Source: an optimization exercise on an open RTL-to-GDS flow (aim: small area). Production flows keep margins and buffers that such runs may drop.
Function was checked by simulation only, so behaviour that the tests miss may differ from the original.
Power figures rest on the tool's default switching activity, not on a simulated workload.

<file path="flow/run.sh">
#!/bin/bash
# Standard synthesis, then the combinational logic between its registers is
# replaced by a hand-mapped netlist (gen.py) with the same registers, then the
# standard layout flow from that netlist.
set -euo pipefail
R=orfs/results/${FLOW_PLATFORM}/regfile_top/base
bash standard.sh synth > synth.log 2>&1
cp $R/1_2_yosys.v std_1_2_yosys.v
python3 flow/gen.py std_1_2_yosys.v gen_1_2_yosys.v > gen.log 2>&1
sleep 1
cp gen_1_2_yosys.v $R/1_2_yosys.v
touch $R/1_2_yosys.v
rm -f $R/1_synth.odb $R/1_synth.sdc
bash standard.sh finish \
  "BUFFER_PORTS_ARGS=-buffer_cell sky130_fd_sc_hd__buf_1" \
  "CTS_ARGS=-sink_clustering_enable -repair_clock_nets -buf_list {sky130_fd_sc_hd__clkbuf_4 sky130_fd_sc_hd__clkbuf_8} -root_buf sky130_fd_sc_hd__clkbuf_16 -sink_clustering_size 20 -sink_clustering_max_diameter 60 -dont_use_dummy_load" \
  > layout.log 2>&1
</file>
<file path="flow/gen.py">
#!/usr/bin/env python3
"""Write a hand-mapped gate netlist of regfile_top.

usage: gen.py STANDARD_NETLIST OUT_NETLIST

The registers are taken from the standard synthesis (same instance names and
cell types); only the combinational logic between them is mapped here.  The
logic is the same function as rtl/regfile_top.sv:
  rf[(i-1)*32+b]  data bit b of register i (no reset)
  vld[i]          register i written since reset
  busy[i]         busy bit of register i
  cnt[j]          busy count (busy_cnt[4:0]; busy_cnt[5] is 0)
"""
import re
import sys

P = 'sky130_fd_sc_hd__'

src, dst = sys.argv[1], sys.argv[2]
text = open(src).read()

# registers of the standard synthesis: instance name -> cell type
flops = {}
qnet = {}
for m in re.finditer(r'(sky130_fd_sc_hd__(df\w+))\s+(\\\S+|\w+)\s*\((.*?)\);', text, re.S):
    flops[m.group(3)] = m.group(2)
    q = re.search(r'\.Q\((\\\S+ |[\w\[\]]+)\s*\)', m.group(4))
    qnet[m.group(3)] = q.group(1).strip()


def reg_inst(name, idx):
    cands = [k for k in flops if re.fullmatch(r'\\' + name + r'\[' + str(idx) + r'\]\$\S+', k)]
    assert len(cands) == 1, (name, idx, cands)
    return cands[0]


cells = []
wires = set()
cnt = [0]


def net():
    cnt[0] += 1
    n = 'n%d' % cnt[0]
    wires.add(n)
    return n


def cell(typ, out, **pins):
    """Add a cell; out is (pin, ...) of outputs; returns list of output nets."""
    outs = [net() for _ in out]
    conns = dict(pins)
    for p, n in zip(out, outs):
        conns[p] = n
    cells.append((typ, None, conns))
    return outs if len(outs) > 1 else outs[0]


def g(typ, **pins):
    outp = {'inv_1': 'Y', 'nand2_1': 'Y', 'nor2_1': 'Y', 'and2_1': 'X', 'or2_1': 'X',
            'nor2b_1': 'Y', 'and3_1': 'X', 'and4_1': 'X', 'nand3_1': 'Y', 'nand4_1': 'Y',
            'or3_1': 'X', 'or4_1': 'X', 'a222oi_1': 'Y', 'a22oi_1': 'Y', 'a21oi_1': 'Y',
            'xnor2_1': 'Y', 'or2b_1': 'X', 'and4b_1': 'X', 'and4bb_1': 'X', 'nor3_1': 'Y',
            'nor4_1': 'Y', 'and3b_1': 'X', 'and2b_1': 'X', 'nand2b_1': 'Y', 'nor3b_1': 'Y',
            'o21ai_0': 'Y', 'a21o_1': 'X', 'o221ai_1': 'Y'}[typ]
    return cell(typ, (outp,), **pins)


def inv(a): return g('inv_1', A=a)
def and2(a, b): return g('and2_1', A=a, B=b)
def nand2(a, b): return g('nand2_1', A=a, B=b)
def nor2(a, b): return g('nor2_1', A=a, B=b)
def and3(a, b, c): return g('and3_1', A=a, B=b, C=c)
def and4(a, b, c, d): return g('and4_1', A=a, B=b, C=c, D=d)
def nand3(a, b, c): return g('nand3_1', A=a, B=b, C=c)
def nand4(a, b, c, d): return g('nand4_1', A=a, B=b, C=c, D=d)
def xnor2(a, b): return g('xnor2_1', A=a, B=b)


def and_n(xs):
    """AND of 1..5 signals."""
    xs = list(xs)
    if len(xs) == 1:
        return xs[0]
    if len(xs) == 2:
        return and2(*xs)
    if len(xs) == 3:
        return and3(*xs)
    if len(xs) == 4:
        return and4(*xs)
    if len(xs) == 5:
        return and2(and4(*xs[:4]), xs[4])
    raise ValueError(len(xs))


def or_of_low(ys):
    """OR of the complements of ys (active-low terms)."""
    ys = list(ys)
    parts = []
    while ys:
        k = min(4, len(ys))
        if len(ys) == 5:
            k = 3
        grp, ys = ys[:k], ys[k:]
        if k == 1:
            parts.append(inv(grp[0]))
        elif k == 2:
            parts.append(nand2(*grp))
        elif k == 3:
            parts.append(nand3(*grp))
        else:
            parts.append(nand4(*grp))
    if len(parts) == 1:
        return parts[0]
    if len(parts) == 2:
        return g('or2_1', A=parts[0], B=parts[1])
    if len(parts) == 3:
        return g('or3_1', A=parts[0], B=parts[1], C=parts[2])
    if len(parts) == 4:
        return g('or4_1', A=parts[0], B=parts[1], C=parts[2], D=parts[3])
    raise ValueError(len(parts))


def ao_terms(terms):
    """OR over (s, d) pairs of s & d."""
    terms = list(terms)
    ys = []
    while terms:
        if len(terms) >= 3:
            (a1, a2), (b1, b2), (c1, c2) = terms[:3]
            terms = terms[3:]
            ys.append(g('a222oi_1', A1=a1, A2=a2, B1=b1, B2=b2, C1=c1, C2=c2))
        elif len(terms) == 2:
            (a1, a2), (b1, b2) = terms
            terms = []
            ys.append(g('a22oi_1', A1=a1, A2=a2, B1=b1, B2=b2))
        else:
            (a1, a2), = terms
            terms = []
            ys.append(nand2(a1, a2))
    return or_of_low(ys)


def bit(port, i):
    return '%s[%d]' % (port, i)


def predecode(bits, en=None):
    """bits: 5 nets (LSB first). Returns lo[4] (bits 1:0) and hi[8] (bits 4:2, with en)."""
    nb = [inv(b) for b in bits]
    lo = []
    for k in range(4):
        a = bits[0] if k & 1 else nb[0]
        b = bits[1] if k & 2 else nb[1]
        lo.append(and2(a, b))
    hi = []
    for m in range(8):
        xs = [bits[2 + j] if (m >> j) & 1 else nb[2 + j] for j in range(3)]
        if en is not None:
            xs.append(en)
        hi.append(and_n(xs))
    return lo, hi


def eq5(a, b):
    return and_n([xnor2(x, y) for x, y in zip(a, b)])


wd = [[bit('wr_data', 32 * p + b) for b in range(32)] for p in range(2)]
wi = [[bit('wr_idx', 5 * p + j) for j in range(5)] for p in range(2)]
wen = [bit('wr_en', 0), bit('wr_en', 1)]
ai = [bit('alloc_idx', j) for j in range(5)]

# register outputs
Q = {}
D = {}
flop_cells = []


def add_flop(name, idx, reset):
    inst = reg_inst(name, idx)
    typ = flops.pop(inst)
    q = qnet[inst]
    d = net()
    conns = {'CLK': 'clk', 'D': d, 'Q': q}
    if reset:
        assert typ.startswith('dfrtp'), (inst, typ)
        conns['RESET_B'] = 'rst_n'
    else:
        assert typ.startswith('dfxtp'), (inst, typ)
    flop_cells.append((P + typ, inst, conns))
    return q, d


rf = {}
for i in range(1, 32):
    for b in range(32):
        rf[i, b] = add_flop('rf', (i - 1) * 32 + b, False)
vld = {i: add_flop('vld', i, True) for i in range(1, 32)}
busy = {i: add_flop('busy', i, True) for i in range(1, 32)}
cntf = [add_flop('cnt', j, True) for j in range(5)]
assert not flops, flops


def drive(d, n):
    """Connect net n to flop input net d (through a buffer-free rename)."""
    alias.append((d, n))


alias = []

# ---- write side
wlo = []
whi = []
for p in range(2):
    lo, hi = predecode(wi[p], wen[p])
    wlo.append(lo)
    whi.append(hi)
alo, ahi = predecode(ai, 'alloc_en')
nflush = inv('flush')

# inverted write data, shared by all registers
wdn = [[inv(wd[p][b]) for b in range(32)] for p in range(2)]

hold = {}
for i in range(1, 32):
    h0n = nand2(wlo[0][i & 3], whi[0][i >> 2])
    h1n = nand2(wlo[1][i & 3], whi[1][i >> 2])
    w0n = g('nand2b_1', A_N=h0n, B=h1n)       # !(h0 & !h1)
    hd = and2(h0n, h1n)                       # no write
    hold[i] = hd
    for b in range(32):
        q, d = rf[i, b]
        # !((!h1 | !wd1) & (!w0 | !wd0) & !(hold & q))
        hq = nand2(hd, q)
        drive(d, g('o221ai_1', A1=h1n, A2=wdn[1][b], B1=w0n, B2=wdn[0][b], C1=hq))
    vq, vd = vld[i]
    drive(vd, g('or2b_1', A=vq, B_N=hd))     # vld | written
    # busy: writeback clears, allocation sets, flush clears
    al = and2(alo[i & 3], ahi[i >> 2])
    bq, bd = busy[i]
    x = g('a21oi_1', A1=bq, A2=hd, B1=al)     # !(busy & hold | al)
    bn = nor2(x, 'flush')
    drive(bd, bn)
    busy[i] = (bq, bd, bn)

# ---- busy count: popcount of the next busy bits (at most 31, 5 bits)
# column by column, full adders taken first-in first-out (a balanced tree)
cols = {0: [busy[i][2] for i in range(1, 32)]}
for k in range(5):
    xs = list(cols.get(k, []))
    while len(xs) > 1:
        if len(xs) >= 3:
            s_, c_ = cell('fa_1', ('SUM', 'COUT'), A=xs[0], B=xs[1], CIN=xs[2])
            xs = xs[3:] + [s_]
        else:
            s_, c_ = cell('ha_1', ('SUM', 'COUT'), A=xs[0], B=xs[1])
            xs = [s_]
        cols.setdefault(k + 1, []).append(c_)
    cols[k] = xs
for j in range(5):
    drive(cntf[j][1], cols[j][0])
# cols[5] (a carry out of bit 4) is always 0 for 31 inputs; it is left unused

# ---- read ports
rd_data = {}
rd_busy = {}
for r in range(2):
    idx = [bit('rd_idx', 5 * r + j) for j in range(5)]
    lo, hi = predecode(idx)
    nz = g('or4_1', A=idx[0], B=idx[1], C=idx[2], D=g('or2_1', A=idx[3], B=idx[4]))
    e1 = eq5(wi[1], idx)
    e0 = eq5(wi[0], idx)
    ea = eq5(ai, idx)
    b1 = and4(e1, wen[1], 'rst_n', nz)
    b0p = and4(e0, wen[0], 'rst_n', nz)
    b0 = g('and2b_1', A_N=b1, B=b0p)           # b0p & !b1
    nbyp = nor2(b1, b0p)                       # no bypass
    # busy is shown unless bypassed without a same-cycle allocation
    sa = and2(ea, 'alloc_en')
    bshow = nand2(g('or2_1', A=b1, B=b0p), inv(sa))  # !(byp & !sa)
    hid = [and2(hi[m], nbyp) for m in range(8)]
    hib = [and2(hi[m], bshow) for m in range(8)]
    sd = {}
    for i in range(1, 32):
        sd[i] = and3(lo[i & 3], hid[i >> 2], vld[i][0])
    for b in range(32):
        terms = [(sd[i], rf[i, b][0]) for i in range(1, 32)]
        terms += [(b1, wd[1][b]), (b0, wd[0][b])]
        rd_data[32 * r + b] = ao_terms(terms)
    # rd_busy: two-level, low index bits first then the high group
    grp = []
    for m in range(8):
        ts = [(lo[k], busy[4 * m + k][0]) for k in range(4) if 4 * m + k >= 1]
        grp.append(ao_terms(ts))
    rd_busy[r] = ao_terms([(hib[m], grp[m]) for m in range(8)])

used = set()
for _, _, conns in cells + flop_cells:
    for p, n in conns.items():
        used.add(n)

# ---- write out
lines = []
ports = ('module regfile_top(clk, rst_n, rd_idx, rd_data, rd_busy, wr_en, wr_idx, wr_data, '
         'alloc_en, alloc_idx, flush, busy_cnt);')
lines.append(ports)
lines += ['  input clk;', '  input rst_n;', '  input [9:0] rd_idx;', '  output [63:0] rd_data;',
          '  output [1:0] rd_busy;', '  input [1:0] wr_en;', '  input [9:0] wr_idx;',
          '  input [63:0] wr_data;', '  input alloc_en;', '  input [4:0] alloc_idx;',
          '  input flush;', '  output [5:0] busy_cnt;']

# resolve aliases: flop D nets are replaced by their driving nets
amap = dict(alias)
outmap = {}
for k, n in rd_data.items():
    outmap[n] = outmap.get(n, []) + ['rd_data[%d]' % k]
for k, n in rd_busy.items():
    outmap[n] = outmap.get(n, []) + ['rd_busy[%d]' % k]
for j in range(5):
    outmap[cntf[j][0]] = outmap.get(cntf[j][0], []) + ['busy_cnt[%d]' % j]


def ren(n):
    n = amap.get(n, n)
    if n in outmap:
        return outmap[n][0]
    return n


# an output port may be driven by one net only once; extra port names get buffers
extra = []
for n, names in outmap.items():
    for nm in names[1:]:
        extra.append((P + 'buf_1', None, {'A': names[0], 'X': nm}))

allcells = [(t if t.startswith(P) else P + t, nm, c) for t, nm, c in cells] + flop_cells + extra
# remove cells whose outputs are unused (dead helper logic)
outpins = {'Y', 'X', 'Q', 'SUM', 'COUT', 'HI', 'LO'}
changed = True
while changed:
    changed = False
    loads = set()
    for t, nm, c in allcells:
        for p, n in c.items():
            if p not in outpins:
                loads.add(ren(n))
    keep = []
    for t, nm, c in allcells:
        outs = [ren(n) for p, n in c.items() if p in outpins]
        live = any(o in loads or not o.startswith('n') for o in outs)
        if live or 'df' in t:
            keep.append((t, nm, c))
        else:
            changed = True
    allcells = keep

usedw = set()
for t, nm, c in allcells:
    for p, n in c.items():
        rn = ren(n)
        if re.fullmatch(r'n\d+', rn) or rn.startswith('\\'):
            usedw.add(rn)
for wname in sorted(usedw, key=lambda s: (s[0] != 'n', int(s[1:]) if s[0] == 'n' else s)):
    lines.append('  wire %s ;' % wname)
k = 0
for t, nm, c in allcells:
    if nm is None:
        k += 1
        nm = 'g%d' % k
    pins = ', '.join('.%s(%s)' % (p, ren(n) + (' ' if ren(n).startswith('\\') else '')) for p, n in c.items())
    lines.append('  %s %s  (%s);' % (t, nm + ' ' if nm.startswith('\\') else nm, pins))
tie = 'sky130_fd_sc_hd__conb_1 tie0 (.LO(busy_cnt[5]));'
lines.append('  ' + tie)
lines.append('endmodule')
open(dst, 'w').write('\n'.join(lines) + '\n')

area = {}
print('cells:', len(allcells) + 1)
</file>
<file path="standard.sh">
#!/bin/bash
# synth_recipe.tcl (not shown) runs the flow's synth.tcl, then flattens the netlist and writes it again
# the make line also repeats each setting of config.mk as NAME=value (left out here)
make -C /OpenROAD-flow-scripts/flow DESIGN_CONFIG=/design/flow/config.mk WORK_HOME=/design/flow/orfs CLKGATE_MAP_FILE= SYNTH_SCRIPT=/design/flow/synth_recipe.tcl "${@:-finish}"
</file>
<file path="config.mk">
export PLATFORM = sky130hd
export DESIGN_NAME = regfile_top
export DESIGN_NICKNAME = regfile_top
export VERILOG_FILES = /design/flow/design.v
export SDC_FILE = /design/flow/constraint.sdc
export NUM_CORES = 4
export LEC_CHECK = 0
export CAP_MARGIN = 20
export CELL_PAD_IN_SITES_DETAIL_PLACEMENT = 1
export CELL_PAD_IN_SITES_GLOBAL_PLACEMENT = 2
export CORE_MARGIN = 2
export CORE_UTILIZATION = 32
export PLACE_DENSITY = 0.4
export SLEW_MARGIN = 20
</file>
<file path="constraint.sdc">
create_clock -name core_clock -period 8.0 [get_ports {clk}]
set_input_delay 1.6000 -clock core_clock [delete_from_list [all_inputs] [get_ports {clk}]]
set_output_delay 1.6000 -clock core_clock [all_outputs]
set_load 0.01 [all_outputs]
</file>
<file path="design.v">
package sys_defs;
  localparam int DEF_IDX_W = 5;
  localparam int ZERO_REG = 0;
  typedef logic [DEF_IDX_W-1:0] regidx_t;
endpackage
module regfile_mp_wsel #(
  parameter int NUM_WR = 1,
  parameter int IDX_W = 5,
  localparam int PW = NUM_WR > 1 ? $clog2(NUM_WR) : 1
) (
  input  logic [IDX_W-1:0]             idx,
  input  logic [NUM_WR-1:0]            wr_en,
  input  logic [NUM_WR-1:0][IDX_W-1:0] wr_idx,
  output logic                         hit,
  output logic [PW-1:0]                sel
);
  always_comb begin
    hit = 1'b0;
    sel = '0;
    for (int p = 0; p < NUM_WR; p++)
      if (wr_en[p] && wr_idx[p] == idx) begin
        hit = 1'b1;
        sel = PW'(p);
      end
  end
endmodule
module regfile_mp #(
  parameter int DATA_W = 32,
  parameter int NUM_REGS = 32,
  parameter int NUM_RD = 2,
  parameter int NUM_WR = 1,
  parameter bit ZERO_REG_EN = 1'b1,
  parameter bit BYPASS = 1'b1,
  localparam int IDX_W = $clog2(NUM_REGS),
  localparam int PW = NUM_WR > 1 ? $clog2(NUM_WR) : 1
) (
  input  logic                              clk,
  input  logic                              rst_n,
  input  logic [NUM_RD-1:0][IDX_W-1:0]      rd_idx,
  output logic [NUM_RD-1:0][DATA_W-1:0]     rd_data,
  output logic [NUM_RD-1:0]                 rd_busy,
  input  logic [NUM_WR-1:0]                 wr_en,
  input  logic [NUM_WR-1:0][IDX_W-1:0]      wr_idx,
  input  logic [NUM_WR-1:0][DATA_W-1:0]     wr_data,
  input  logic                              alloc_en,
  input  logic [IDX_W-1:0]                  alloc_idx,
  input  logic                              flush,
  output logic [IDX_W:0]                    busy_cnt
);
  logic [NUM_REGS-1:0][DATA_W-1:0] regs;
  logic [NUM_REGS-1:0] wr_hit, busy, busy_nxt;
  logic [IDX_W:0] cnt_nxt;
  for (genvar i = 0; i < NUM_REGS; i++) begin : g_reg
    logic [DATA_W-1:0] q;
    logic [PW-1:0] sel;
    regfile_mp_wsel #(.NUM_WR(NUM_WR), .IDX_W(IDX_W)) u_wsel (
      .idx(IDX_W'(i)), .wr_en(wr_en), .wr_idx(wr_idx), .hit(wr_hit[i]), .sel(sel)
    );
    always_ff @(posedge clk or negedge rst_n)
      if (!rst_n) q <= '0;
      else if (wr_hit[i] && !(ZERO_REG_EN && i == sys_defs::ZERO_REG)) q <= wr_data[sel];
    assign regs[i] = q;
  end
  always_comb begin
    busy_nxt = busy;
    cnt_nxt = '0;
    for (int i = 0; i < NUM_REGS; i++) begin
      if (wr_hit[i]) busy_nxt[i] = 1'b0;
      if (alloc_en && alloc_idx == IDX_W'(i)) busy_nxt[i] = 1'b1;
      if (flush || (ZERO_REG_EN && i == sys_defs::ZERO_REG)) busy_nxt[i] = 1'b0;
      cnt_nxt = cnt_nxt + (IDX_W+1)'(busy_nxt[i]);
    end
  end
  always_ff @(posedge clk or negedge rst_n)
    if (!rst_n) begin
      busy <= '0;
      busy_cnt <= '0;
    end else begin
      busy <= busy_nxt;
      busy_cnt <= cnt_nxt;
    end
  for (genvar r = 0; r < NUM_RD; r++) begin : g_rd
    logic hit, zero, byp, same_alloc;
    logic [PW-1:0] sel;
    regfile_mp_wsel #(.NUM_WR(NUM_WR), .IDX_W(IDX_W)) u_wsel (
      .idx(rd_idx[r]), .wr_en(wr_en), .wr_idx(wr_idx), .hit(hit), .sel(sel)
    );
    assign zero = ZERO_REG_EN && rd_idx[r] == IDX_W'(sys_defs::ZERO_REG);
    assign byp = BYPASS && rst_n && hit;
    assign same_alloc = alloc_en && alloc_idx == rd_idx[r];
    assign rd_data[r] = zero ? '0 : byp ? wr_data[sel] : regs[rd_idx[r]];
    assign rd_busy[r] = zero ? 1'b0 : (byp && !same_alloc) ? 1'b0 : busy[rd_idx[r]];
  end
endmodule
module regfile_top (
  input  logic        clk,
  input  logic        rst_n,
  input  logic [9:0]  rd_idx,
  output logic [63:0] rd_data,
  output logic [1:0]  rd_busy,
  input  logic [1:0]  wr_en,
  input  logic [9:0]  wr_idx,
  input  logic [63:0] wr_data,
  input  logic        alloc_en,
  input  logic [4:0]  alloc_idx,
  input  logic        flush,
  output logic [5:0]  busy_cnt
);
  logic [31:0] wd0, wd1;
  logic [4:0]  wi0, wi1;
  assign wd0 = wr_data[31:0];
  assign wd1 = wr_data[63:32];
  assign wi0 = wr_idx[4:0];
  assign wi1 = wr_idx[9:5];
  logic [31:1] h0, h1, w0, hold, al;
  logic [31:1] vld, busy, busy_nxt;
  logic [31:1][31:0] rf;
  for (genvar i = 1; i < 32; i++) begin : g_reg
    assign h0[i]   = wr_en[0] && wi0 == 5'(i);
    assign h1[i]   = wr_en[1] && wi1 == 5'(i);
    assign w0[i]   = h0[i] && !h1[i];
    assign hold[i] = !(h0[i] || h1[i]);
    assign al[i]   = alloc_en && alloc_idx == 5'(i);
    always_ff @(posedge clk)
      rf[i] <= ({32{h1[i]}} & wd1) | ({32{w0[i]}} & wd0) | ({32{hold[i]}} & rf[i]);
    always_ff @(posedge clk or negedge rst_n)
      if (!rst_n) vld[i] <= 1'b0;
      else if (!hold[i]) vld[i] <= 1'b1;
    assign busy_nxt[i] = !flush && ((busy[i] && hold[i]) || al[i]);
  end
  logic [4:0] cnt_nxt, cnt;
  always_comb begin
    cnt_nxt = '0;
    for (int i = 1; i < 32; i++) cnt_nxt = cnt_nxt + 5'(busy_nxt[i]);
  end
  assign busy_cnt = {1'b0, cnt};
  always_ff @(posedge clk or negedge rst_n)
    if (!rst_n) begin
      busy <= '0;
      cnt <= '0;
    end else begin
      busy <= busy_nxt;
      cnt <= cnt_nxt;
    end
  for (genvar r = 0; r < 2; r++) begin : g_rd
    logic [4:0] idx;
    logic z, b0, b1, byp, same_alloc;
    logic [31:1] sd, sb;
    logic [31:0] acc;
    logic bacc;
    assign idx = rd_idx[5*r +: 5];
    assign z = idx == 5'd0;
    assign b1 = rst_n && !z && wr_en[1] && wi1 == idx;
    assign b0 = rst_n && !z && wr_en[0] && wi0 == idx && !b1;
    assign byp = b0 || b1;
    assign same_alloc = alloc_en && alloc_idx == idx;
    always_comb begin
      acc = ({32{b1}} & wd1) | ({32{b0}} & wd0);
      bacc = 1'b0;
      for (int i = 1; i < 32; i++) begin
        sd[i] = idx == 5'(i) && vld[i] && !byp;
        sb[i] = idx == 5'(i) && !(byp && !same_alloc);
        acc = acc | ({32{sd[i]}} & rf[i]);
        bacc = bacc | (sb[i] && busy[i]);
      end
    end
    assign rd_data[32*r +: 32] = acc;
    assign rd_busy[r] = bacc;
  end
endmodule
</file>
==> flow_summary.yaml, run 1 <==
floorplanning:
  die_y_um: 385.3
  start_util: 0.3231
  core_um2: 144000
  num_rows: 139
  die_area_um2: 148500
  die_w_um: 385.3
  io_pins: 167
power:
  peakVddDrop_v: 0.0001574
  power_density_nw_per_um2: 259.5
  p_total_w: 0.01400
  power_leakage_nw: 20.51
placed_design:
  io_buffers: 165
  hpwl_um: 191100
  place_congestion: 0.9280
  dp.cells: 6948
global_routing:
  grt_pass1_vias: 53060
  grt_max_degree: 35
  grt_antenna_before_repair: 32
  grt_pass1_wl_um: 444400
  grt_overflow: 0
  grt_usage: 0.4268
sta:
  relSlewSlack: 0.1551
  finalCritPeriodShare: 0.9403
  setup_violations: 0
  hold_viol: 0
  fin_skew_ns: 0.03345
  fmax_mhz: 132.9
  fin_tns_setup_ns: 0
  slew_viol_final: 0
  fin_crit_ns: 7.523
  grt_setup_unrepaired: "false"
  tightest_slew_ns: 1.267
cells_and_area:
  stdcell_count: 7119
  utilization: 0.3745
  drive_above_1_share: 0.1056
  layout_commonest_cell: "nand2_1"
  nNetsFinal: 5303
  final_cell_mix: "nand2_1 (1053), o221ai_1 (992), dfxtp_1 (992)"
  area_growth_pct: 15.91
hold_path:
  hold_path.class: "flop to flop"
  min_path_cells: 1
run:
  max-cap-violations: 0
cts:
  postCtsSetupRepairBufs: 0
  path_clk_slew_ns: 0.04
  clkLatencyLatePin_ns: 0.73
  clockRootBuffer: "clkbuf_16"
  cts_tree: "done"
  clock_path_buffers: 3
  holdBufCountCts: 0
  cts_sinks: 1059
  cts_resized: 0
  cts_buffers: 133
  htreeDepth: 4
worst_setup_path:
  crit_slowest_cell: "and3_2"
  cp.required_ns: 6.40
  max_stage_delay_ns: 1.00
  critical_path_buf_inv_count: 2
  cpMostUsedCell: "buf_1"
  crit_family: "simple AND/OR/NAND/NOR gates"
  setup.worst_path.class: "input port to primary output"
  arrival_ns: 5.92
  critPathMaxFanout: 32
  r2r_slack_ns: 3.46
  crit_chain: "buf_1 > or2_1 > or4_1 > and4_2 > nor2_1 > and2_1 > and3_2 > a222oi_1 > nand4_1 > or3_1 > buf_1"
  endpoint_kind: "primary output"
  ff2ff_path_depth: 10
  start_kind: "input port"
  worst-path-stages: 11
status:
  outcome: "no timing/DRC/antenna violations"
synthesis:
  netlist_area_um2: 46530
  synth_warnings: 1
  syn_nets: 4758
  syn_inst: 4637
  postSynthAreaPerCell_um2: 10.03
route:
  vias_per_cell: 7.767
  first_pass_iters: 13
  drt_wl_total_um: 329100
  drc: 0
  vias: 55300
  antenna_left: 0
  drtIter0Drc: 11790
  wire_per_inst_um: 46.23
==> cell type report <==
type,instances,area [um2]
Multi-Input combinational cell,3485,24940
Antenna cell,36,90.09
Tap cell,1903,2381
Inverter,93,349.1
Fill cell,16240,90070
Sequential cell,1059,21540
Clock buffer,133,1842
Timing Repair Buffer,410,2795
==> metrics by stage <==
stage                     area (um2)  hold slack [ns]  setup slack [ns]
after global placement         51930           0.4556            0.7539
final                          53940           0.4840            0.4773
after global routing           53910           0.5043            0.4956
after CTS                      53790           0.4774            0.6708
after floorplan                46530           0.4403            0.8955
after detailed placement       51950           0.4653            0.6743
==> report_power, final <==
group / internal, W / switching [W] / total [W]
Combinational: 0.00106 / 0.00163 / 0.00269
Sequential: 0.00659 / 0.00111 / 0.00770
Clock: 0.00149 / 0.00212 / 0.00361
==> state kept, by name (all words and copies together) (netlist names) <==
register  flops
vld          31
rf          992
busy         31
cnt           5
==> metal layers <==
metal  vias up  global-route usage  routed length (um)
met2      4390              0.6056              135100
met1     28500              0.5678              133900
met5         -            0.004224                 246
met3       869              0.1378               40430
met4        18              0.2348               19410
li1      21520                   -                   -
==> final timing paths <==
path,from,endpoint
min in group asynchronous,rst_n,vld[5]
worst max register to register,busy[2],cnt[3]
max in group asynchronous,rst_n,busy[8]
worst max-delay path,rd_idx[8],rd_data[63]
worst min-delay path,vld[4],vld[4]
worst min register to register,vld[4],vld[4]
==> run 2: changes to the inputs <==
--- a/flow/gen.py
+++ b/flow/gen.py
@@ -63,5 +63,5 @@
             'xnor2_1': 'Y', 'or2b_1': 'X', 'and4b_1': 'X', 'and4bb_1': 'X', 'nor3_1': 'Y',
             'nor4_1': 'Y', 'and3b_1': 'X', 'and2b_1': 'X', 'nand2b_1': 'Y', 'nor3b_1': 'Y',
-            'o21ai_0': 'Y', 'a21o_1': 'X', 'o221ai_1': 'Y'}[typ]
+            'o21ai_0': 'Y', 'a21o_1': 'X', 'o221ai_1': 'Y', 'inv_4': 'Y', 'nand2_4': 'Y', 'nand2b_4': 'Y', 'and2_4': 'X', 'and3_4': 'X'}[typ]
     return cell(typ, (outp,), **pins)
 
@@ -221,12 +221,12 @@
 
 # inverted write data, shared by all registers
-wdn = [[inv(wd[p][b]) for b in range(32)] for p in range(2)]
+wdn = [[g('inv_4', A=wd[p][b]) for b in range(32)] for p in range(2)]
 
 hold = {}
 for i in range(1, 32):
     h0n = nand2(wlo[0][i & 3], whi[0][i >> 2])
-    h1n = nand2(wlo[1][i & 3], whi[1][i >> 2])
-    w0n = g('nand2b_1', A_N=h0n, B=h1n)       # !(h0 & !h1)
-    hd = and2(h0n, h1n)                       # no write
+    h1n = g('nand2_4', A=wlo[1][i & 3], B=whi[1][i >> 2])
+    w0n = g('nand2b_4', A_N=h0n, B=h1n)       # !(h0 & !h1)
+    hd = g('and2_4', A=h0n, B=h1n)            # no write
     hold[i] = hd
     for b in range(32):
@@ -284,5 +284,5 @@
     sd = {}
     for i in range(1, 32):
-        sd[i] = and3(lo[i & 3], hid[i >> 2], vld[i][0])
+        sd[i] = g('and3_4', A=lo[i & 3], B=hid[i >> 2], C=vld[i][0])
     for b in range(32):
         terms = [(sd[i], rf[i, b][0]) for i in range(1, 32)]
--- a/config.mk
+++ b/config.mk
@@ -11,4 +11,5 @@
 export CORE_MARGIN = 2
 export CORE_UTILIZATION = 32
+export GPL_TIMING_DRIVEN = 0
 export PLACE_DENSITY = 0.4
 export SLEW_MARGIN = 20
==> flow_summary.yaml, run 2 <==
status:
  outcome: "no timing/DRC/antenna violations"
worst_setup_path:
  critPathMaxFanout: 34
  cpMostUsedCell: "fa_1"
  cp.required_ns: 8.58
  setup.worst_path.class: "input port to flop"
  ff2ff_path_depth: 10
  endpoint_kind: "flop"
  start_kind: "input port"
  worst-path-stages: 15
  crit_chain: "buf_1 > inv_1 > and2_1 > nand2_4 > and2_4 > a21oi_1 > nor2_1 > fa_1 > fa_1 > fa_1 > fa_1 > fa_1 > fa_1 > fa_1 > fa_1"
  max_stage_delay_ns: 0.94
  crit_slowest_cell: "and2_4"
  crit_family: "adder cells"
  arrival_ns: 8.40
  critical_path_buf_inv_count: 2
sta:
  fmax_mhz: 128.0
  hold_viol: 0
  setup_violations: 0
  tightest_slew_ns: 1.135
  fin_ws_ns: 0.1870
  fin_tns_setup_ns: 0
  finalCritPeriodShare: 0.9766
  slew_viol_final: 0
  fin_crit_ns: 7.813
  grt_setup_unrepaired: "false"
  relSlewSlack: 0.2434
  fin_skew_ns: 0.02398
placed_design:
  hpwl_um: 172200
  place_congestion: 0.9246
  io_buffers: 165
  post_dp_cell_area_um2: 50730
  place_ws_ns: -0.4116
synthesis:
  syn_inst: 4637
  syn_nets: 4758
  synth_warnings: 1
  netlist_area_um2: 47550
  postSynthAreaPerCell_um2: 10.25
route:
  first_pass_iters: 13
  antenna_left: 0
  vias_per_cell: 7.724
  wire_per_inst_um: 47.47
  drc: 0
  drt_wl_total_um: 327700
  vias: 53320
  drtIter0Drc: 10800
floorplanning:
  io_pins: 167
  die_w_um: 389.5
  die_y_um: 389.5
  num_rows: 141
  start_util: 0.3220
  die_area_um2: 151700
  core_um2: 147700
cts:
  holdBufCountCts: 0
  clkLatencyLatePin_ns: 0.72
  cts_sinks: 1059
  clock_path_buffers: 3
  path_clk_slew_ns: 0.06
  cts_buffers: 134
  cts_resized: 0
  postCtsSetupRepairBufs: 0
  clockRootBuffer: "clkbuf_16"
  htreeDepth: 4
  cts_tree: "done"
global_routing:
  grt_antenna_before_repair: 40
  grt_usage: 0.4140
  grt_pass1_wl_um: 441500
  grt_max_degree: 35
  grt_overflow: 0
  grt_pass1_vias: 52740
power:
  power_leakage_nw: 19.98
  peakVddDrop_v: 0.0001836
  power_density_nw_per_um2: 264.6
hold_path:
  hold_path.class: "flop to flop"
  min_path_cells: 1
cells_and_area:
  largest_register: "rf"
  fin_area_um2: 52660
  nNetsFinal: 5065
  seq_area_um2: 21540
  utilization: 0.3566
  drive_above_1_share: 0.07386
  largest_reg_flops: 992
  multi_input_area_um2: 25510
  area_growth_pct: 10.76
  num-fill-cells: 16540
  layout_commonest_cell: "nand2_1"
  top_regs: "rf (992), busy (31), vld (31)"
  final_cell_mix: "nand2_1 (1053), o221ai_1 (992), dfxtp_1 (992)"
run:
  max-cap-violations: 0
[run 2: routing by layer]
metal | GRT usage | share of wire | wire (um)
met4 | 0.2512 | 0.066 | 21570
met2 | 0.6105 | 0.43 | 139400
met5 | 0 | 0.00048 | 157
met1 | 0.5258 | 0.39 | 128500
met3 | 0.1309 | 0.12 | 38110
[run 2: final timing paths]
check	startpoint	end	slack, ns
worst max-delay path	wr_idx[6]	cnt[3]	0.19
worst min-delay path	vld[2]	vld[2]	0.49
worst max register to register	busy[1]	cnt[3]	3.37
worst min register to register	vld[2]	vld[2]	0.49
max in group asynchronous	rst_n	vld[4]	6.59
min in group asynchronous	rst_n	cnt[4]	0.82
[run 2: area by class of cell]
type / instances / area share
antenna: 31 / 0.001473
multi-input combinational: 3485 / 0.4844
clock buffer: 134 / 0.03524
sequential: 1059 / 0.4090
timing repair buffer: 171 / 0.01437
tap: 1930 / 0.04586
inverter: 93 / 0.009670
[run 2: where the power goes]
| group | switching (W) | total, W | leakage [nW] | internal, W |
|---|---|---|---|---|
| Sequential | 0.00105 | 0.00765 | 9.11 | 0.00659 |
| Clock | 0.00214 | 0.00365 | 0.969 | 0.00150 |
| Combinational | 0.00161 | 0.00264 | 9.90 | 0.00103 |
[run 2: through the flow]
| step | total power, W | hold WS, ns | std cells |
|---|---|---|---|
| 6_report | 0.01394 | 0.4946 | 6903 |
| 4_1_cts | 0.01383 | 0.4928 | 6872 |
| 3_5_place_dp | 0.01022 | 0.4729 | 6738 |
| 5_1_grt | 0.01451 | 0.5161 | 6893 |
| 2_1_floorplan | 0.009095 | 0.4569 | 4637 |
| 3_3_place_gp | 0.01011 | 0.4682 | 6732 |
==> run 3: changes to the inputs <==
--- a/design.v
+++ b/design.v
@@ -130,8 +130,62 @@
   end
   logic [4:0] cnt_nxt, cnt;
-  always_comb begin
-    cnt_nxt = '0;
-    for (int i = 1; i < 32; i++) cnt_nxt = cnt_nxt + 5'(busy_nxt[i]);
-  end
+  logic [25:0] pc_s, pc_c;
+  assign pc_s[0] = busy_nxt[1] ^ busy_nxt[2] ^ busy_nxt[3];
+  assign pc_c[0] = (busy_nxt[1] & busy_nxt[2]) | (busy_nxt[1] & busy_nxt[3]) | (busy_nxt[2] & busy_nxt[3]);
+  assign pc_s[1] = busy_nxt[4] ^ busy_nxt[5] ^ busy_nxt[6];
+  assign pc_c[1] = (busy_nxt[4] & busy_nxt[5]) | (busy_nxt[4] & busy_nxt[6]) | (busy_nxt[5] & busy_nxt[6]);
+  assign pc_s[2] = busy_nxt[7] ^ busy_nxt[8] ^ busy_nxt[9];
+  assign pc_c[2] = (busy_nxt[7] & busy_nxt[8]) | (busy_nxt[7] & busy_nxt[9]) | (busy_nxt[8] & busy_nxt[9]);
+  assign pc_s[3] = busy_nxt[10] ^ busy_nxt[11] ^ busy_nxt[12];
+  assign pc_c[3] = (busy_nxt[10] & busy_nxt[11]) | (busy_nxt[10] & busy_nxt[12]) | (busy_nxt[11] & busy_nxt[12]);
+  assign pc_s[4] = busy_nxt[13] ^ busy_nxt[14] ^ busy_nxt[15];
+  assign pc_c[4] = (busy_nxt[13] & busy_nxt[14]) | (busy_nxt[13] & busy_nxt[15]) | (busy_nxt[14] & busy_nxt[15]);
+  assign pc_s[5] = busy_nxt[16] ^ busy_nxt[17] ^ busy_nxt[18];
+  assign pc_c[5] = (busy_nxt[16] & busy_nxt[17]) | (busy_nxt[16] & busy_nxt[18]) | (busy_nxt[17] & busy_nxt[18]);
+  assign pc_s[6] = busy_nxt[19] ^ busy_nxt[20] ^ busy_nxt[21];
+  assign pc_c[6] = (busy_nxt[19] & busy_nxt[20]) | (busy_nxt[19] & busy_nxt[21]) | (busy_nxt[20] & busy_nxt[21]);
+  assign pc_s[7] = busy_nxt[22] ^ busy_nxt[23] ^ busy_nxt[24];
+  assign pc_c[7] = (busy_nxt[22] & busy_nxt[23]) | (busy_nxt[22] & busy_nxt[24]) | (busy_nxt[23] & busy_nxt[24]);
+  assign pc_s[8] = busy_nxt[25] ^ busy_nxt[26] ^ busy_nxt[27];
+  assign pc_c[8] = (busy_nxt[25] & busy_nxt[26]) | (busy_nxt[25] & busy_nxt[27]) | (busy_nxt[26] & busy_nxt[27]);
+  assign pc_s[9] = busy_nxt[28] ^ busy_nxt[29] ^ busy_nxt[30];
+  assign pc_c[9] = (busy_nxt[28] & busy_nxt[29]) | (busy_nxt[28] & busy_nxt[30]) | (busy_nxt[29] & busy_nxt[30]);
+  assign pc_s[10] = busy_nxt[31] ^ pc_s[0] ^ pc_s[1];
+  assign pc_c[10] = (busy_nxt[31] & pc_s[0]) | (busy_nxt[31] & pc_s[1]) | (pc_s[0] & pc_s[1]);
+  assign pc_s[11] = pc_s[2] ^ pc_s[3] ^ pc_s[4];
+  assign pc_c[11] = (pc_s[2] & pc_s[3]) | (pc_s[2] & pc_s[4]) | (pc_s[3] & pc_s[4]);
+  assign pc_s[12] = pc_s[5] ^ pc_s[6] ^ pc_s[7];
+  assign pc_c[12] = (pc_s[5] & pc_s[6]) | (pc_s[5] & pc_s[7]) | (pc_s[6] & pc_s[7]);
+  assign pc_s[13] = pc_s[8] ^ pc_s[9] ^ pc_s[10];
+  assign pc_c[13] = (pc_s[8] & pc_s[9]) | (pc_s[8] & pc_s[10]) | (pc_s[9] & pc_s[10]);
+  assign pc_s[14] = pc_s[11] ^ pc_s[12] ^ pc_s[13];
+  assign pc_c[14] = (pc_s[11] & pc_s[12]) | (pc_s[11] & pc_s[13]) | (pc_s[12] & pc_s[13]);
+  assign pc_s[15] = pc_c[0] ^ pc_c[1] ^ pc_c[2];
+  assign pc_c[15] = (pc_c[0] & pc_c[1]) | (pc_c[0] & pc_c[2]) | (pc_c[1] & pc_c[2]);
+  assign pc_s[16] = pc_c[3] ^ pc_c[4] ^ pc_c[5];
+  assign pc_c[16] = (pc_c[3] & pc_c[4]) | (pc_c[3] & pc_c[5]) | (pc_c[4] & pc_c[5]);
+  assign pc_s[17] = pc_c[6] ^ pc_c[7] ^ pc_c[8];
+  assign pc_c[17] = (pc_c[6] & pc_c[7]) | (pc_c[6] & pc_c[8]) | (pc_c[7] & pc_c[8]);
+  assign pc_s[18] = pc_c[9] ^ pc_c[10] ^ pc_c[11];
+  assign pc_c[18] = (pc_c[9] & pc_c[10]) | (pc_c[9] & pc_c[11]) | (pc_c[10] & pc_c[11]);
+  assign pc_s[19] = pc_c[12] ^ pc_c[13] ^ pc_c[14];
+  assign pc_c[19] = (pc_c[12] & pc_c[13]) | (pc_c[12] & pc_c[14]) | (pc_c[13] & pc_c[14]);
+  assign pc_s[20] = pc_s[15] ^ pc_s[16] ^ pc_s[17];
+  assign pc_c[20] = (pc_s[15] & pc_s[16]) | (pc_s[15] & pc_s[17]) | (pc_s[16] & pc_s[17]);
+  assign pc_s[21] = pc_s[18] ^ pc_s[19] ^ pc_s[20];
+  assign pc_c[21] = (pc_s[18] & pc_s[19]) | (pc_s[18] & pc_s[20]) | (pc_s[19] & pc_s[20]);
+  assign pc_s[22] = pc_c[15] ^ pc_c[16] ^ pc_c[17];
+  assign pc_c[22] = (pc_c[15] & pc_c[16]) | (pc_c[15] & pc_c[17]) | (pc_c[16] & pc_c[17]);
+  assign pc_s[23] = pc_c[18] ^ pc_c[19] ^ pc_c[20];
+  assign pc_c[23] = (pc_c[18] & pc_c[19]) | (pc_c[18] & pc_c[20]) | (pc_c[19] & pc_c[20]);
+  assign pc_s[24] = pc_c[21] ^ pc_s[22] ^ pc_s[23];
+  assign pc_c[24] = (pc_c[21] & pc_s[22]) | (pc_c[21] & pc_s[23]) | (pc_s[22] & pc_s[23]);
+  assign pc_s[25] = pc_c[22] ^ pc_c[23] ^ pc_c[24];
+  assign pc_c[25] = (pc_c[22] & pc_c[23]) | (pc_c[22] & pc_c[24]) | (pc_c[23] & pc_c[24]);
+  assign cnt_nxt[0] = pc_s[14];
+  assign cnt_nxt[1] = pc_s[21];
+  assign cnt_nxt[2] = pc_s[24];
+  assign cnt_nxt[3] = pc_s[25];
+  assign cnt_nxt[4] = pc_c[25];
   assign busy_cnt = {1'b0, cnt};
   always_ff @(posedge clk or negedge rst_n)
--- a/config.mk
+++ b/config.mk
@@ -11,5 +11,4 @@
 export CORE_MARGIN = 2
 export CORE_UTILIZATION = 32
-export GPL_TIMING_DRIVEN = 0
 export PLACE_DENSITY = 0.4
 export SLEW_MARGIN = 20
==> flow_summary.yaml, run 3 <==
status:
  outcome: "no timing/DRC/antenna violations"
cts:
  clock_path_buffers: 3
  clockRootBuffer: "clkbuf_16"
  cts_buffers: 132
  holdBufCountCts: 0
  htreeDepth: 4
  postCtsSetupRepairBufs: 0
  cts_resized: 0
  cts_sinks: 1059
  path_clk_slew_ns: 0.05
  clkLatencyLatePin_ns: 0.74
  cts_tree: "done"
cells_and_area:
  nNetsFinal: 5163
  stdcell_count: 6992
  largest_reg_flops: 992
  utilization: 0.3609
  multi_input_area_um2: 25510
  final_cell_mix: "nand2_1 (1053), o221ai_1 (992), dfxtp_1 (992)"
  top_regs: "rf (992), busy (31), vld (31)"
  drive_above_1_share: 0.09167
  largest_register: "rf"
  seq_area_um2: 21540
  num-fill-cells: 16610
  layout_commonest_cell: "nand2_1"
  area_growth_pct: 12.09
floorplanning:
  core_um2: 147700
  die_w_um: 389.5
  num_rows: 141
  io_pins: 167
  die_y_um: 389.5
  start_util: 0.3220
  die_area_um2: 151700
global_routing:
  grt_pass1_wl_um: 442200
  grt_pass1_vias: 53400
  grt_usage: 0.4128
  grt_util_met3: 0.1070
  grt_antenna_before_repair: 18
  grt-busiest-layer: "met2"
  grt.met1_usage: 0.5353
  grt_max_degree: 48
  grt_overflow: 0
  use_met2: 0.6088
sta:
  slew_viol_final: 0
  grt_setup_unrepaired: "false"
  setup_violations: 0
  relSlewSlack: 0.2109
  tightest_slew_ns: 1.184
  fin_skew_ns: 0.05422
  fmax_mhz: 138.5
  finalCritPeriodShare: 0.9028
  fin_tns_setup_ns: 0
  hold_viol: 0
  fin_crit_ns: 7.222
route:
  drc: 0
  first_pass_iters: 13
  wire_per_inst_um: 46.68
  vias: 54200
  antenna_left: 0
  drt_wl_total_um: 326400
  vias_per_cell: 7.751
  drtIter0Drc: 11120
worst_setup_path:
  start_kind: "input port"
  critPathMaxFanout: 32
  crit_chain: "buf_1 > or2_1 > or4_1 > and4_2 > nor2_1 > and2_1 > and3_4 > a222oi_1 > nand4_1 > or3_1 > buf_1"
  cp.required_ns: 6.40
  crit_slowest_cell: "nor2_1"
  endpoint_kind: "primary output"
  setup.worst_path.class: "input port to primary output"
  max_stage_delay_ns: 0.64
  cpMostUsedCell: "buf_1"
  arrival_ns: 5.62
synthesis:
  netlist_area_um2: 47550
  syn_nets: 4758
  syn_inst: 4637
  synth_warnings: 1
  postSynthAreaPerCell_um2: 10.25
power:
  peakVddDrop_v: 0.0001647
  power_density_nw_per_um2: 262.8
  power_leakage_nw: 20.41
hold_path:
  hold_path.class: "flop to flop"
run:
  max-cap-violations: 0
placed_design:
  dp.cells: 6838
  io_buffers: 165
  hpwl_um: 183300
  place_congestion: 0.9340
-- run 3: per-layer routing --
| layer | share of wire | vias up |
|---|---|---|
| li1 | - | 21230 |
| met1 | 0.40 | 27800 |
| met2 | 0.42 | 4244 |
| met3 | 0.11 | 916 |
| met4 | 0.069 | 2 |
| met5 | 0.000031 | - |
-- run 3: per-stage QoR --
step	total power (W)	worst slack (ns)	hold slack, ns	instance area [um2]
after floorplan	0.009095	1.218	0.4569	47550
after global placement	0.01025	0.8031	0.4710	51410
after detailed placement	0.01034	0.8046	0.4758	51410
after CTS	0.01391	0.9531	0.4976	53240
after global routing	0.01458	0.7824	0.5184	53270
final	0.01400	0.7775	0.4967	53290
-- run 3: critical path: cells and delay by family --
family | cells | cell delay (ns)
AO/OA/AOI/OAI | 1 | 0.25
buffers and inverters | 2 | 0.39
AND/OR/NAND/NOR | 8 | 3.32
-- run 3: where the power goes --
part	switching (W)	internal (W)	total (W)	leakage [nW]
clock	0.00212	0.00148	0.00360	0.954
combinational	0.00161	0.00104	0.00266	10.3
sequential	0.00115	0.00659	0.00774	9.11
total	0.00489	0.00912	0.0140	20.4
-- run 3: cell type report --
type | instances | area share
Tap cell | 1930 | 0.04531
Sequential cell | 1059 | 0.4041
Inverter | 93 | 0.009556
Multi-Input combinational cell | 3485 | 0.4786
Clock buffer | 132 | 0.03430
Antenna cell | 22 | 0.001033
Timing Repair Buffer | 271 | 0.02709
-- run 3: worst paths after layout --
check                              end      start  slack [ns]  depth (start not counted)
max in group asynchronous      busy[6]      rst_n        6.06                          2
setup / recovery           rd_data[55]  rd_idx[8]        0.78                         11
min in group asynchronous      vld[25]      rst_n        0.84                          1
setup reg to reg                cnt[3]    busy[1]        3.41                         10
hold reg to reg                rf[298]    rf[298]        0.50                          2
hold / removal                 rf[298]    rf[298]        0.50                          2
==> run 4: changes to the inputs <==
--- a/config.mk
+++ b/config.mk
@@ -11,4 +11,5 @@
 export CORE_MARGIN = 2
 export CORE_UTILIZATION = 32
+export GPL_TIMING_DRIVEN = 0
 export PLACE_DENSITY = 0.4
 export SLEW_MARGIN = 20
==> flow_summary.yaml, run 4 <==
status:
  outcome: "no timing/DRC/antenna violations"
worst_setup_path:
  reg2reg_from: "busy[1]"
  r2r_slack_ns: 3.37
  crit_start: "wr_idx[6]"
  cp.required_ns: 8.58
  start_kind: "input port"
  r2r_end: "cnt[3]"
  setup.worst_path.class: "input port to flop"
  arrival_ns: 8.40
  cp-endpoint: "cnt[3]"
  endpoint_kind: "flop"
  ff2ff_path_depth: 10
  critPathMaxFanout: 34
cts:
  clkLatencyLatePin_ns: 0.72
  clock_path_buffers: 3
  holdBufCountCts: 0
  postCtsSetupRepairBufs: 0
  cts_resized: 0
  path_clk_slew_ns: 0.06
  clockRootBuffer: "clkbuf_16"
  cts_sinks: 1059
  htreeDepth: 4
  cts_buffers: 134
  cts_tree: "done"
sta:
  fmax_mhz: 128.0
  hold_viol: 0
  fin_crit_ns: 7.813
  tightest_slew_ns: 1.135
  grt_setup_unrepaired: "false"
  slew_viol_final: 0
  relSlewSlack: 0.2434
  fin_skew_ns: 0.02398
  finalCritPeriodShare: 0.9766
  setup_violations: 0
global_routing:
  grt_overflow: 0
  use_met2: 0.6105
  grt_max_degree: 35
  grt_pass1_wl_um: 441500
  grt_usage: 0.4140
  grt_antenna_before_repair: 40
  grt-busiest-layer: "met2"
  grt.met1_usage: 0.5258
  grt_pass1_vias: 52740
  grt_util_met3: 0.1309
floorplanning:
  io_pins: 167
  die_y_um: 389.5
  start_util: 0.3220
  die_w_um: 389.5
  die_area_um2: 151700
  core_um2: 147700
  num_rows: 141
route:
  drc: 0
  drtIter0Drc: 10800
  wire_per_inst_um: 47.47
  vias_per_cell: 7.724
  antenna_left: 0
  drt_wl_total_um: 327700
  first_pass_iters: 13
  vias: 53320
cells_and_area:
  drive_above_1_share: 0.07386
  largest_reg_flops: 992
  fin_area_um2: 52660
  top_regs: "rf (992), busy (31), vld (31)"
  layout_commonest_cell: "nand2_1"
  nNetsFinal: 5065
  utilization: 0.3566
  largest_register: "rf"
  area_growth_pct: 10.76
  final_cell_mix: "nand2_1 (1053), o221ai_1 (992), dfxtp_1 (992)"
placed_design:
  io_buffers: 165
  hpwl_um: 172200
  post_dp_cell_area_um2: 50730
  place_congestion: 0.9246
synthesis:
  synth_warnings: 1
  syn_inst: 4637
  netlist_area_um2: 47550
  postSynthAreaPerCell_um2: 10.25
  syn_nets: 4758
power:
  peakVddDrop_v: 0.0001836
  power_density_nw_per_um2: 264.6
  power_leakage_nw: 19.98
hold_path:
  hold_path.class: "flop to flop"
  min_from: "vld[2]"
run:
  max-cap-violations: 0
run 4: critical path, stage by stage:
cell and delay [ns]:
buf_1 0.35, inv_1 0.11, and2_1 0.45, nand2_4 0.84
and2_4 0.94, a21oi_1 0.16, nor2_1 0.23, fa_1 0.52
fa_1 0.52, fa_1 0.47, fa_1 0.41, fa_1 0.47
fa_1 0.43, fa_1 0.45, fa_1 0.43
run 4: per-stage QoR:
step	setup slack [ns]	instances	power, W	TNS [ns]	hold slack (ns)
floorplan	1.218	4637	0.009095	0	0.4569
global placement	-4.070	6732	0.01011	-246.26	0.4682
detailed placement	-0.4116	6738	0.01022	-0.8030	0.4729
CTS	0.3524	6872	0.01383	0	0.4928
global route	0.06454	6893	0.01451	0	0.5161
finish	0.1870	6903	0.01394	0	0.4946
run 4: layout make-up:
cell class / count / area [um2]
fillers: 16540 / 95000
multi-input cells: 3485 / 25510
flip-flops and latches: 1059 / 21540
well taps: 1930 / 2415
clock buffers: 134 / 1856
repair buffers: 171 / 757.0
inverters: 93 / 509.2
diodes: 31 / 77.57
run 4: how the worst min path moves through the flow:
stage | endpoint | slack (ns) | cells after the start
2_1_floorplan | rf[0] | 0.46 | 2
5_1_grt | vld[14] | 0.52 | 1
3_5_place_dp | rf[682] | 0.47 | 2
4_1_cts | vld[2] | 0.49 | 1
3_3_place_gp | rf[989] | 0.47 | 2
6_report | vld[2] | 0.49 | 1
run 4: routing by layer:
layer | vias to the layer above | share of wire
li1 | 21060 | -
met1 | 27410 | 0.39
met2 | 3894 | 0.43
met3 | 924 | 0.12
met4 | 24 | 0.066
met5 | - | 0.00048
run 4: power breakdown:
group / internal [W] / switching (W) / leakage (nW) / total (W)
registers: 0.00659 / 0.00105 / 9.11 / 0.00765
logic: 0.00103 / 0.00161 / 9.90 / 0.00264
clock network: 0.00150 / 0.00214 / 0.969 / 0.00365
total: 0.00913 / 0.00481 / 20.0 / 0.0139
==> run 5: changes to the inputs <==
--- a/config.mk
+++ b/config.mk
@@ -10,6 +10,6 @@
 export CELL_PAD_IN_SITES_GLOBAL_PLACEMENT = 2
 export CORE_MARGIN = 2
-export CORE_UTILIZATION = 32
+export CORE_UTILIZATION = 38
 export GPL_TIMING_DRIVEN = 0
-export PLACE_DENSITY = 0.4
+export PLACE_DENSITY = 0.48
 export SLEW_MARGIN = 20
==> flow_summary.yaml, run 5 <==
power:
  p_sw_w: 0.004767
  p_clk_frac: 0.250
  peakVddDrop_v: 0.0001573
  p_total_w: 0.01377
  switching_share: 0.3461
  power.share.sequential: 0.556
  power_density_nw_per_um2: 264.5
  power_leakage_nw: 19.89
  p_comb_frac: 0.194
  internal_power_w: 0.009006
sta:
  fin_crit_ns: 7.819
  relSlewSlack: 0.1909
  fin_tns_setup_ns: 0
  slew_viol_final: 0
  hold_viol: 0
  fmax_mhz: 127.9
  fin_skew_ns: 0.03297
  finalCritPeriodShare: 0.9774
  tightest_slew_ns: 1.214
  setup_violations: 0
  grt_setup_unrepaired: "false"
route:
  wire_per_inst_um: 46.21
  drc: 0
  vias: 53800
  vias_per_cell: 8.179
  antenna_left: 0
  drt_wl_total_um: 304000
  first_pass_iters: 14
  drtIter0Drc: 12140
floorplanning:
  core_um2: 124000
  io_pins: 167
  die_w_um: 357.7
  start_util: 0.3836
  die_area_um2: 128000
  die_y_um: 357.7
  num_rows: 129
cts:
  cts_tree: "done"
  cts_sinks: 1059
  cts_buffers: 115
  htreeDepth: 3
  clock_path_buffers: 3
  clkLatencyLatePin_ns: 0.71
  path_clk_slew_ns: 0.06
  clockRootBuffer: "clkbuf_16"
  postCtsSetupRepairBufs: 0
  holdBufCountCts: 0
placed_design:
  hpwl_um: 162500
  dp.cells: 6445
  post_dp_cell_area_um2: 50350
  io_buffers: 165
  place_congestion: 0.9402
cells_and_area:
  fin_area_um2: 52080
  nNetsFinal: 5046
  num-fill-cells: 13890
  utilization: 0.4201
  drive_above_1_share: 0.07028
  final_cell_mix: "nand2_1 (1053), o221ai_1 (992), dfxtp_1 (992)"
  stdcell_count: 6578
  top_regs: "rf (992), busy (31), vld (31)"
  layout_commonest_cell: "nand2_1"
  area_growth_pct: 9.534
  largest_reg_flops: 992
  largest_register: "rf"
worst_setup_path:
  r2r_slack_ns: 3.30
  reg2reg_from: "busy[4]"
  endpoint_kind: "flop"
  crit_start: "wr_idx[5]"
  setup.worst_path.class: "input port to flop"
  critPathMaxFanout: 34
  arrival_ns: 8.36
  cp-endpoint: "cnt[3]"
  ff2ff_path_depth: 10
  cp.required_ns: 8.54
  start_kind: "input port"
  r2r_end: "cnt[3]"
global_routing:
  grt_antenna_before_repair: 21
  grt_pass1_vias: 52520
  grt_usage: 0.4562
  grt_pass1_wl_um: 413300
  grt_max_degree: 35
  grt_overflow: 0
synthesis:
  netlist_area_um2: 47550
  syn_inst: 4637
  postSynthAreaPerCell_um2: 10.25
  syn_nets: 4758
  synth_warnings: 1
hold_path:
  hold_path.class: "flop to flop"
status:
  outcome: "no timing/DRC/antenna violations"
run:
  max-cap-violations: 0
[run 5: power groups by stage]
stage / combinational (W) / sequential (W) / clock, W
after floorplan: 0.00168 / 0.00741 / 0
after global placement: 0.00244 / 0.00763 / 0
after detailed placement: 0.00255 / 0.00767 / 0
after CTS: 0.00256 / 0.00758 / 0.00344
after global routing: 0.00285 / 0.00779 / 0.00364
final: 0.00268 / 0.00765 / 0.00345
[run 5: worst min-delay path by stage]
stage            start  cells past startpoint      end
6_report       rf[610]                      2  rf[610]
5_1_grt        vld[12]                      1  vld[12]
4_1_cts        rf[858]                      2  rf[858]
3_5_place_dp   rf[895]                      2  rf[895]
3_3_place_gp   rf[600]                      2  rf[600]
2_1_floorplan    rf[0]                      2    rf[0]
[run 5: per-layer routing]
| layer | global-route usage | part of all wire | up-vias |
|---|---|---|---|
| met1 | 0.5859 | 0.38 | 27260 |
| met4 | 0.2791 | 0.067 | 2 |
| met3 | 0.1667 | 0.14 | 970 |
| met5 | 0 | 0.000023 | - |
| met2 | 0.6482 | 0.41 | 4540 |
| li1 | - | - | 21030 |
[run 5: cell type report]
cell class | instances | area [um2] | area share
well taps | 1637 | 2048 | 0.03933
inverters | 93 | 509.2 | 0.009778
clock buffers | 115 | 1684 | 0.03234
repair buffers | 171 | 749.5 | 0.01439
diodes | 18 | 45.04 | 0.0008649
multi-input cells | 3485 | 25510 | 0.4898
flip-flops and latches | 1059 | 21540 | 0.4135
[run 5: through the flow]
step | setup slack, ns | hold slack, ns
floorplan | 1.218 | 0.4569
global placement | -3.431 | 0.4685
detailed placement | -0.4030 | 0.4753
CTS | 0.2698 | 0.4965
global route | 0.1325 | 0.5156
finish | 0.1806 | 0.4994
[run 5: repair_timing]
action / CTS / global route
hold endpoints to repair: 0 / 0
resized for setup: 0 / 1
setup endpoints to repair: 0 / 2
[run 5: critical path, stage by stage]
cell and delay [ns]:
buf_1 0.38, and2_1 0.80, nand2_4 0.69, and2_4 0.66
a21oi_1 0.26, nor2_1 0.10, fa_1 0.66, fa_1 0.46
fa_1 0.48, fa_1 0.39, fa_1 0.47, fa_1 0.45
fa_1 0.44, fa_1 0.49
==> run 6: changes to the inputs <==
--- a/flow/run.sh
+++ b/flow/run.sh
@@ -14,4 +14,4 @@
 bash standard.sh finish \
   "BUFFER_PORTS_ARGS=-buffer_cell sky130_fd_sc_hd__buf_1" \
-  "CTS_ARGS=-sink_clustering_enable -repair_clock_nets -buf_list {sky130_fd_sc_hd__clkbuf_4 sky130_fd_sc_hd__clkbuf_8} -root_buf sky130_fd_sc_hd__clkbuf_16 -sink_clustering_size 20 -sink_clustering_max_diameter 60 -dont_use_dummy_load" \
+  "CTS_ARGS=-sink_clustering_enable -repair_clock_nets -buf_list {sky130_fd_sc_hd__clkbuf_4 sky130_fd_sc_hd__clkbuf_8} -root_buf sky130_fd_sc_hd__clkbuf_16 -sink_clustering_size 14 -sink_clustering_max_diameter 90 -dont_use_dummy_load" \
   > layout.log 2>&1
--- a/config.mk
+++ b/config.mk
@@ -10,6 +10,6 @@
 export CELL_PAD_IN_SITES_GLOBAL_PLACEMENT = 2
 export CORE_MARGIN = 2
-export CORE_UTILIZATION = 38
+export CORE_UTILIZATION = 32
 export GPL_TIMING_DRIVEN = 0
-export PLACE_DENSITY = 0.48
+export PLACE_DENSITY = 0.4
 export SLEW_MARGIN = 20
==> flow_summary.yaml, run 6 <==
status:
  outcome: "no timing/DRC/antenna violations"
power:
  power_density_nw_per_um2: 257.3
  power_leakage_nw: 19.68
  peakVddDrop_v: 0.0001508
synthesis:
  netlist_area_um2: 47550
  synth_warnings: 1
  syn_inst: 4637
  postSynthAreaPerCell_um2: 10.25
  syn_nets: 4758
route:
  drc: 0
  drtIter0Drc: 10950
  antenna_left: 0
  first_pass_iters: 14
  wire_per_inst_um: 47.69
  drt_wl_total_um: 326900
  vias: 53310
  vias_per_cell: 7.778
global_routing:
  grt_overflow: 0
  grt_max_degree: 35
  grt_pass1_vias: 52220
  grt_antenna_before_repair: 43
  grt_usage: 0.4125
  grt_pass1_wl_um: 440200
floorplanning:
  start_util: 0.3220
  die_area_um2: 151700
  core_um2: 147700
  die_w_um: 389.5
  die_y_um: 389.5
  num_rows: 141
  io_pins: 167
sta:
  hold_viol: 0
  tightest_slew_ns: 1.122
  fin_crit_ns: 7.862
  slew_viol_final: 0
  grt_setup_unrepaired: "false"
  setup_violations: 0
  finalCritPeriodShare: 0.9828
  fin_skew_ns: 0.01663
  relSlewSlack: 0.2521
  hold_ws_ns: 0.5034
  fmax_mhz: 127.2
hold_path:
  min_path_cells: 2
  hold_path.class: "flop to flop"
cells_and_area:
  largest_register: "rf"
  utilization: 0.3527
  layout_commonest_cell: "nand2_1"
  largest_reg_flops: 992
  final_cell_mix: "nand2_1 (1053), o221ai_1 (992), dfxtp_1 (992)"
  fin_area_um2: 52090
  nNetsFinal: 5017
  top_regs: "rf (992), busy (31), vld (31)"
  drive_above_1_share: 0.06477
  area_growth_pct: 9.553
cts:
  path_clk_slew_ns: 0.09
  cts_sinks: 1059
  postCtsSetupRepairBufs: 0
  cts_resized: 0
  holdBufCountCts: 0
  clkLatencyLatePin_ns: 0.71
  htreeDepth: 3
  clockRootBuffer: "clkbuf_16"
  cts_buffers: 86
  clock_path_buffers: 3
  cts_tree: "done"
placed_design:
  hpwl_um: 172200
  io_buffers: 165
  place_congestion: 0.9246
  post_dp_cell_area_um2: 50730
worst_setup_path:
  ff2ff_path_depth: 10
  cp.required_ns: 8.57
  critPathMaxFanout: 34
  start_kind: "input port"
  arrival_ns: 8.43
  setup.worst_path.class: "input port to flop"
  endpoint_kind: "flop"
run:
  max-cap-violations: 0
run 6: metrics by stage:
step	total power (W)	TNS (ns)	setup slack, ns	std cells
after floorplan	0.009095	0	1.218	4637
after global placement	0.01011	-246.26	-4.070	6732
after global routing	0.01394	0	0.04878	6842
after detailed placement	0.01022	-0.8030	-0.4116	6738
final	0.01340	0	0.1375	6854
after CTS	0.01329	0	0.3280	6824
run 6: final timing paths:
kind / endpoint / startpoint / slack, ns
hold / removal: rf[982] / rf[982] / 0.50
setup reg to reg: cnt[3] / busy[1] / 3.37
max in group asynchronous: vld[17] / rst_n / 6.61
hold reg to reg: rf[982] / rf[982] / 0.50
setup / recovery: cnt[3] / wr_idx[6] / 0.14
min in group asynchronous: cnt[4] / rst_n / 0.84
run 6: final cells by class:
class,count,area [um2]
multi-input cells,3485,25510
clock buffers,86,1285
diodes,30,75.07
well taps,1930,2415
inverters,93,509.2
repair buffers,171,757.0
fillers,16540,95580
flip-flops and latches,1059,21540
run 6: worst max-delay path, stage by stage:
cell     delay [ns]
buf_1          0.35
inv_1          0.11
and2_1         0.45
nand2_4        0.85
and2_4         0.94
a21oi_1        0.16
nor2_1         0.24
fa_1           0.53
fa_1           0.53
fa_1           0.47
fa_1           0.41
fa_1           0.47
fa_1           0.43
fa_1           0.45
fa_1           0.43
run 6: per-layer routing:
layer	global-route usage	wire length [um]
met5	0	201
met3	0.1248	37310
met2	0.6087	139300
met1	0.5285	128900
met4	0.2464	21190
run 6: where the power goes:
part	internal [W]	switching, W	total, W
Clock	0.00107	0.00204	0.00312
Sequential	0.00659	0.00105	0.00764
Combinational	0.00103	0.00161	0.00264

==> port drivers added, routing unchanged <==
The flow's constraints put no driver on any port. The routed layouts listed below were extracted and timed again, unchanged, in two steps. Step 1 (the two cells are an assumption about what drives the block):
set clk [get_ports {clk}]
set_driving_cell -lib_cell sky130_fd_sc_hd__clkbuf_16 $clk
set_driving_cell -lib_cell sky130_fd_sc_hd__buf_2 [delete_from_list [all_inputs] $clk]
Step 2 also shifts input and output timing later by t, the mid clock arrival at the registers, as if the neighbouring blocks saw the same clock. Three values: ideal ports, drivers, drivers and shift; two values: the first two.
| run | t, ns | setup WS [ns] | hold slack, ns |
|---|---|---|---|
| run 1 | 0.810 | 0.477 / 0.440 / 0.440 | 0.484 / 0.484 / 0.484 |
| run 2 | 0.806 | 0.187 / 0.251 / -0.555 | 0.495 / 0.495 / 0.495 |
| run 3 | 0.814 | 0.778 / 0.755 / 0.755 | 0.497 / 0.497 / 0.497 |
| run 4 | 0.806 | 0.187 / 0.251 / -0.555 | 0.495 / 0.495 / 0.495 |
| run 5 | 0.788 | 0.181 / 0.219 / -0.548 | 0.499 / 0.499 / 0.499 |
| run 6 | 0.778 | 0.138 / 0.203 / -0.574 | 0.503 / 0.503 / 0.503 |
Met with ideal ports but missed after step 2: setup timing in run 2, run 4, run 5 and run 6.
